Background: an optimization exercise with open tools, aiming at small area, a short achievable clock period and few clock cycles. Do not read the settings as production practice.
Function was checked by simulation only, so behaviour that the tests miss may differ from the original.

== run a ==
==> flow/design.v <==
package rv_defs;
  typedef enum logic [2:0] {
    MD_MUL    = 3'b000,
    MD_MULH   = 3'b001,
    MD_MULHSU = 3'b010,
    MD_MULHU  = 3'b011,
    MD_DIV    = 3'b100,
    MD_DIVU   = 3'b101,
    MD_REM    = 3'b110,
    MD_REMU   = 3'b111
  } md_fun_e;
  localparam int S_IDLE = 0;
  localparam int S_MUL  = 1;   
  localparam int S_MULC = 2;   
  localparam int S_DIV0 = 3;   
  localparam int S_DIV  = 4;   
  localparam int S_DONE = 5;
  localparam int NumStates = 6;
  function automatic logic fun_is_div(logic [2:0] f);
    fun_is_div = f[2];
  endfunction
  function automatic logic fun_div_signed(logic [2:0] f);
    fun_div_signed = !f[0];
  endfunction
endpackage
module rv_divider (
  input  logic [31:0] x_i,
  output logic [5:0]  lz_o
);
  logic [15:0] z1;  logic [15:0][0:0] c1;
  logic [7:0]  z2;  logic [7:0][1:0]  c2;
  logic [3:0]  z3;  logic [3:0][2:0]  c3;
  logic [1:0]  z4;  logic [1:0][3:0]  c4;
  logic        z5;  logic [4:0]       c5;
  always_comb begin
    for (int i = 0; i < 16; i++) begin
      z1[i] = ~x_i[2*i+1] & ~x_i[2*i];
      c1[i] = ~x_i[2*i+1];
    end
    for (int i = 0; i < 8; i++) begin
      z2[i] = z1[2*i+1] & z1[2*i];
      c2[i] = z1[2*i+1] ? {1'b1, c1[2*i]} : {1'b0, c1[2*i+1]};
    end
    for (int i = 0; i < 4; i++) begin
      z3[i] = z2[2*i+1] & z2[2*i];
      c3[i] = z2[2*i+1] ? {1'b1, c2[2*i]} : {1'b0, c2[2*i+1]};
    end
    for (int i = 0; i < 2; i++) begin
      z4[i] = z3[2*i+1] & z3[2*i];
      c4[i] = z3[2*i+1] ? {1'b1, c3[2*i]} : {1'b0, c3[2*i+1]};
    end
    z5 = z4[1] & z4[0];
    c5 = z4[1] ? {1'b1, c4[0]} : {1'b0, c4[1]};
    lz_o = z5 ? 6'd32 : {1'b0, c5};
  end
endmodule
module rv_muldiv #(
  parameter int g_width = 32
) (
  input  logic               clk_i,
  input  logic               rst_n_i,
  input  logic               x_stall_i,
  input  logic               x_kill_i,
  input  logic               d_valid_i,
  input  logic               d_is_muldiv_i,
  input  logic [2:0]         d_fun_i,
  input  logic [g_width-1:0] d_rs1_i,
  input  logic [g_width-1:0] d_rs2_i,
  output logic               x_stall_req_o,
  output logic [g_width-1:0] x_rd_o,
  output logic               x_done_o
);
  localparam int NS = rv_defs::NumStates;
  logic [NS-1:0] st_q, st_d;       
  logic [32:0]   a_q, a_d;         
  logic [31:0]   l_q, l_d;         
  logic [39:0]   h_q, h_d;         
  logic [11:0]   bsel_q, bsel_d;   
  logic [4:0]    cnt_q, cnt_d;
  logic [2:0]    osel_q, osel_d;   
  logic          neg_q, neg_d, corr_q, corr_d;
  logic          busy_q;           
  logic          load, start;
  assign load  = d_valid_i & d_is_muldiv_i & st_q[rv_defs::S_IDLE];
  assign start = load & rst_n_i & ~x_kill_i;
  function automatic logic [11:0] booth_dec(logic [8:0] x);
    logic [3:0] one, two, neg;
    for (int j = 0; j < 4; j++) begin
      one[j] = x[2*j] ^ x[2*j+1];
      two[j] = (x[2*j+2] & ~x[2*j+1] & ~x[2*j]) | (~x[2*j+2] & x[2*j+1] & x[2*j]);
      neg[j] = x[2*j+2];
    end
    booth_dec = {neg, two, one};
  endfunction
  localparam logic [11:0] BoothPlusOne = 12'b0000_0000_0001;
  logic [3:0]  b_one, b_two, b_neg;
  logic [33:0] pp [4];
  logic [39:0] msum;
  assign {b_neg, b_two, b_one} = bsel_q;
  always_comb begin
    for (int j = 0; j < 4; j++)
      pp[j] = (({34{b_one[j]}} & {a_q[32], a_q}) |
               ({34{b_two[j]}} & {a_q, 1'b0})) ^ {34{b_neg[j]}};
  end
  localparam logic [39:0] SignFix = 40'h55_8000_0000;
  logic [39:0] r0, r1, r2, r3, r4, r5;
  logic [39:0] s1, c1, s2, c2, s3, c3, s4, c4;
  function automatic logic [79:0] csa(logic [39:0] x, logic [39:0] y, logic [39:0] z);
    csa = {((x & y) | (x & z) | (y & z)) << 1, x ^ y ^ z};
  endfunction
  assign r0 = {8'd0, ~h_q[39], h_q[38:8]};
  assign r1 = {6'd0, ~pp[0][33], pp[0][32:0]};
  assign r2 = {4'd0, ~pp[1][33], pp[1][32:0], 2'b0};
  assign r3 = {2'd0, ~pp[2][33], pp[2][32:0], 4'b0};
  assign r4 = {~pp[3][33], pp[3][32:0], 6'b0};
  assign r5 = SignFix | {33'd0, b_neg[3], 1'b0, b_neg[2], 1'b0, b_neg[1], 1'b0, b_neg[0]};
  assign {c1, s1} = csa(r0, r1, r2);
  assign {c2, s2} = csa(r3, r4, r5);
  assign {c3, s3} = csa(s1, c1, s2);
  assign {c4, s4} = csa(s3, c3, c2);
  function automatic logic [39:0] ks_add(logic [39:0] x, logic [39:0] y);
    logic [39:0] g, p, gn, pn;
    g = x & y;
    p = x ^ y;
    for (int d = 1; d < 40; d = d * 2) begin
      gn = g;
      pn = p;
      for (int i = d; i < 40; i++) begin
        gn[i] = g[i] | (p[i] & g[i-d]);
        pn[i] = p[i] & p[i-d];
      end
      g = gn;
      p = pn;
    end
    ks_add = (x ^ y) ^ {g[38:0], 1'b0};
  endfunction
  assign msum = ks_add(s4, c4);
  logic        sa, sb, bz, fsa, fsb;
  logic [5:0]  lz_a, lz_b;
  logic [6:0]  dd;
  logic [33:0] diff;
  logic        ge;
  assign fsa    = rv_defs::fun_div_signed(d_fun_i) & d_rs1_i[31];
  assign fsb    = rv_defs::fun_div_signed(d_fun_i) & d_rs2_i[31];
  rv_divider u_lz_a (.x_i(d_rs1_i ^ {32{fsa}}), .lz_o(lz_a));
  rv_divider u_lz_b (.x_i(d_rs2_i ^ {32{fsb}}), .lz_o(lz_b));
  assign sa     = h_q[32];
  assign sb     = h_q[33];
  assign bz     = (l_q == '0);
  assign dd     = {2'b00, cnt_q} - {1'b0, a_q[5:0]};
  assign diff = {2'b00, h_q[31:0]} + ({a_q[32], a_q} ^ {34{~sb}}) + {33'd0, ~sb};
  assign ge   = ~diff[33];
  logic [31:0] res, neg_out;
  assign res     = ({32{osel_q[2]}} & h_q[39:8]) |
                   ({32{osel_q[1]}} & h_q[31:0]) |
                   ({32{osel_q[0]}} & l_q);
  assign neg_out = (res ^ {32{neg_q}}) + {31'd0, neg_q};
  logic is_div;
  assign is_div = rv_defs::fun_is_div(d_fun_i);
  always_comb begin
    st_d    = st_q;
    a_d     = a_q;
    l_d     = l_q;
    h_d     = h_q;
    bsel_d  = bsel_q;
    cnt_d   = cnt_q;
    osel_d  = osel_q;
    neg_d   = neg_q;
    corr_d  = corr_q;
    case (1'b1)
      st_q[rv_defs::S_IDLE]: begin
        a_d    = {(d_fun_i[0] ^ d_fun_i[1]) & d_rs1_i[31], d_rs1_i};
        l_d    = d_rs2_i;
        bsel_d = booth_dec({d_rs2_i[7:0], 1'b0});
        corr_d = d_fun_i[1] & d_rs2_i[31];
        if (is_div) begin
          a_d[5:0] = lz_a - {5'd0, fsa};   
          h_d    = {5'd0, d_fun_i[1], fsb, fsa, d_rs1_i};
          cnt_d  = lz_b[5] ? 5'd31 : lz_b[4:0];
          osel_d = 3'b010;
          neg_d  = fsa;
        end else begin
          cnt_d  = 5'd3;
          h_d    = '0;
          osel_d = (d_fun_i[1:0] != 2'b00) ? 3'b100 : 3'b001;
          neg_d  = 1'b0;
        end
        if (load) begin
          st_d = '0;
          st_d[is_div ? rv_defs::S_DIV0 : rv_defs::S_MUL] = 1'b1;
        end
      end
      st_q[rv_defs::S_MUL]: begin
        h_d    = msum;
        l_d    = {msum[7:0], l_q[31:8]};
        bsel_d = (cnt_q == 5'd0) ? BoothPlusOne : booth_dec(l_q[15:7]);
        cnt_d  = cnt_q - 5'd1;
        if (cnt_q == 5'd0) begin
          st_d = '0;
          st_d[corr_q ? rv_defs::S_MULC : rv_defs::S_DONE] = 1'b1;
        end
      end
      st_q[rv_defs::S_MULC]: begin
        h_d    = msum;
        osel_d = 3'b010;
        st_d   = '0;
        st_d[rv_defs::S_DONE] = 1'b1;
      end
      st_q[rv_defs::S_DIV0]: begin
        a_d    = {sb, l_q} << dd[4:0];
        h_d    = {h_q[39:32], neg_out};
        l_d    = bz ? '1 : '0;
        cnt_d  = dd[4:0];
        osel_d = h_q[34] ? 3'b010 : 3'b001;
        neg_d  = h_q[34] ? sa : (sa ^ sb) & ~bz;
        st_d   = '0;
        st_d[(bz | dd[6]) ? rv_defs::S_DONE : rv_defs::S_DIV] = 1'b1;
      end
      st_q[rv_defs::S_DIV]: begin
        a_d   = {a_q[32], a_q[32:1]};
        h_d   = {h_q[39:32], ge ? diff[31:0] : h_q[31:0]};
        l_d   = {l_q[30:0], ge};
        cnt_d = cnt_q - 5'd1;
        if (cnt_q == 5'd0) begin
          st_d = '0;
          st_d[rv_defs::S_DONE] = 1'b1;
        end
      end
      st_q[rv_defs::S_DONE]: begin
        if (!x_stall_i) begin
          st_d = '0;
          st_d[rv_defs::S_IDLE] = 1'b1;
        end
      end
      default: begin
        st_d = '0;
        st_d[rv_defs::S_IDLE] = 1'b1;
      end
    endcase
    if (x_kill_i) begin
      st_d = '0;
      st_d[rv_defs::S_IDLE] = 1'b1;
    end
  end
  assign x_stall_req_o = ~x_kill_i & (start | busy_q);
  assign x_done_o      = ~x_kill_i & st_q[rv_defs::S_DONE];
  always_ff @(posedge clk_i or negedge rst_n_i) begin
    if (!rst_n_i) begin
      st_q   <= NS'(1) << rv_defs::S_IDLE;
      busy_q <= 1'b0;
    end else begin
      st_q   <= st_d;
      busy_q <= ~(st_d[rv_defs::S_IDLE] | st_d[rv_defs::S_DONE]);
    end
  end
  always_ff @(posedge clk_i) begin
    a_q    <= a_d;
    l_q    <= l_d;
    h_q    <= h_d;
    bsel_q <= bsel_d;
    cnt_q  <= cnt_d;
    osel_q <= osel_d;
    neg_q  <= neg_d;
    corr_q <= corr_d;
  end
  assign x_rd_o = neg_out;
endmodule
export LEC_CHECK = 0
export ABC_AREA = 1
export CAP_MARGIN = 20
export CORE_MARGIN = 2
export CORE_UTILIZATION = 45
export PLACE_DENSITY = 0.75
export SETUP_SLACK_MARGIN = 5.0
export SLEW_MARGIN = 20
create_clock -name core_clock -period 10.0 [get_ports {clk_i}]
standard.sh (not shown) runs the stock make flow with config.mk's settings and CLKGATE_MAP_FILE= SYNTH_SCRIPT=/design/flow/synth_recipe.tcl, a recipe that flattens the netlist after the stock synthesis.
==> flow/flow/run.sh <==
#!/bin/bash
set -euo pipefail
export BUFFER_PORTS_ARGS="-buffer_cell sky130_fd_sc_hd__buf_2"
bash standard.sh finish > standard_run.log 2>&1
Testbench counts of run a, summed over its fixed seeds: cycles 21,290.
The following lists how run b was set up differently from run a:
--- a/flow/design.v
+++ b/flow/design.v
@@ -136,6 +136,8 @@
   endfunction
   assign msum = ks_add(s4, c4);
-  logic        sa, sb, bz, fsa, fsb;
-  logic [5:0]  lz_a, lz_b;
+  logic        sa, sb, bz, fsa, fsb, fa_p2;
+  logic [5:0]  lz_a, lz_b, lz_abs_a;
+  logic [4:0]  lz_b_c;
+  logic        q_zero;
   logic [6:0]  dd;
   logic [33:0] diff;
@@ -144,4 +146,8 @@
   assign fsb    = rv_defs::fun_div_signed(d_fun_i) & d_rs2_i[31];
   rv_divider u_lz_a (.x_i(d_rs1_i ^ {32{fsa}}), .lz_o(lz_a));
+  assign fa_p2  = ((~d_rs1_i >> 1) & d_rs1_i) == '0;
+  assign lz_abs_a = lz_a - {5'd0, fsa & fa_p2};
+  assign lz_b_c   = lz_b[5] ? 5'd31 : lz_b[4:0];
+  assign q_zero   = (d_rs2_i != '0) & ({1'b0, lz_b_c} < lz_abs_a);
   rv_divider u_lz_b (.x_i(d_rs2_i ^ {32{fsb}}), .lz_o(lz_b));
   assign sa     = h_q[32];
@@ -175,9 +181,9 @@
         corr_d = d_fun_i[1] & d_rs2_i[31];
         if (is_div) begin
-          a_d[5:0] = lz_a - {5'd0, fsa};   
+          a_d[5:0] = lz_abs_a;
           h_d    = {5'd0, d_fun_i[1], fsb, fsa, d_rs1_i};
-          cnt_d  = lz_b[5] ? 5'd31 : lz_b[4:0];
-          osel_d = 3'b010;
-          neg_d  = fsa;
+          cnt_d  = lz_b_c;
+          osel_d = q_zero ? {1'b0, d_fun_i[1], 1'b0} : 3'b010;
+          neg_d  = fsa & ~q_zero;
         end else begin
           cnt_d  = 5'd3;
@@ -188,5 +194,5 @@
         if (load) begin
           st_d = '0;
-          st_d[is_div ? rv_defs::S_DIV0 : rv_defs::S_MUL] = 1'b1;
+          st_d[!is_div ? rv_defs::S_MUL : q_zero ? rv_defs::S_DONE : rv_defs::S_DIV0] = 1'b1;
         end
       end
Run b reached the final stage; the timing, DRC and antenna checks on its layout passed. When run b is measured against run a, its synthesized area per cell turns out about 9% higher. Run b against run a: worst setup slack after layout lower, fraction of cell area in non-clock buffers went up, biggest fanout along the worst timing path higher. Looking at first-iteration DRC count, run b sits above run a. Initial cell density of the core of run a is on par with run b. Between run b and run a, it is run b whose total number of placement rows is lower, by 2. Run b vs run a: sequential share of layout area down. Measured against each other, run b and run a differ in detailed-routed wire length on met3, the higher figure coming from run b. A cell type of the slowest stage on the worst timing path of edfxtp_1 is what run a shows, while xor2_1 belongs to run b. Final critical path time including I/O delays and setup: higher on run b.
Testbench counts of run b, summed over its fixed seeds: cycles 20,791.

-- static timing again, ports no longer ideal --
Ports are ideal in the flow. The routed layouts listed here were re-timed in OpenROAD. Step 1, drivers: a clkbuf_16 drives clk_i and a buf_2 each remaining input, both assumed. Step 2 moves the port delays by t, midway between the first and last clock arrival at a register: inputs arrive t later, outputs are due t later. That takes back most of the time a late clock gives input paths. Slacks: ideal ports / drivers / drivers and shift; pairs: ideal ports / drivers.
run	t (ns)	setup slack, ns	worst data-port slew with drivers (ns)	cell pins on the clock port's net
run a	0.544	5.033 / 4.975 / 5.060	0.05	1
run b	0.492	4.882 / 4.838 / 4.615	0.09	1
After both steps setup and hold are still met in every run listed. For run b, which loses most, drivers alone change the setup slack by -0.044 ns; drivers and shift together by -0.267 ns.
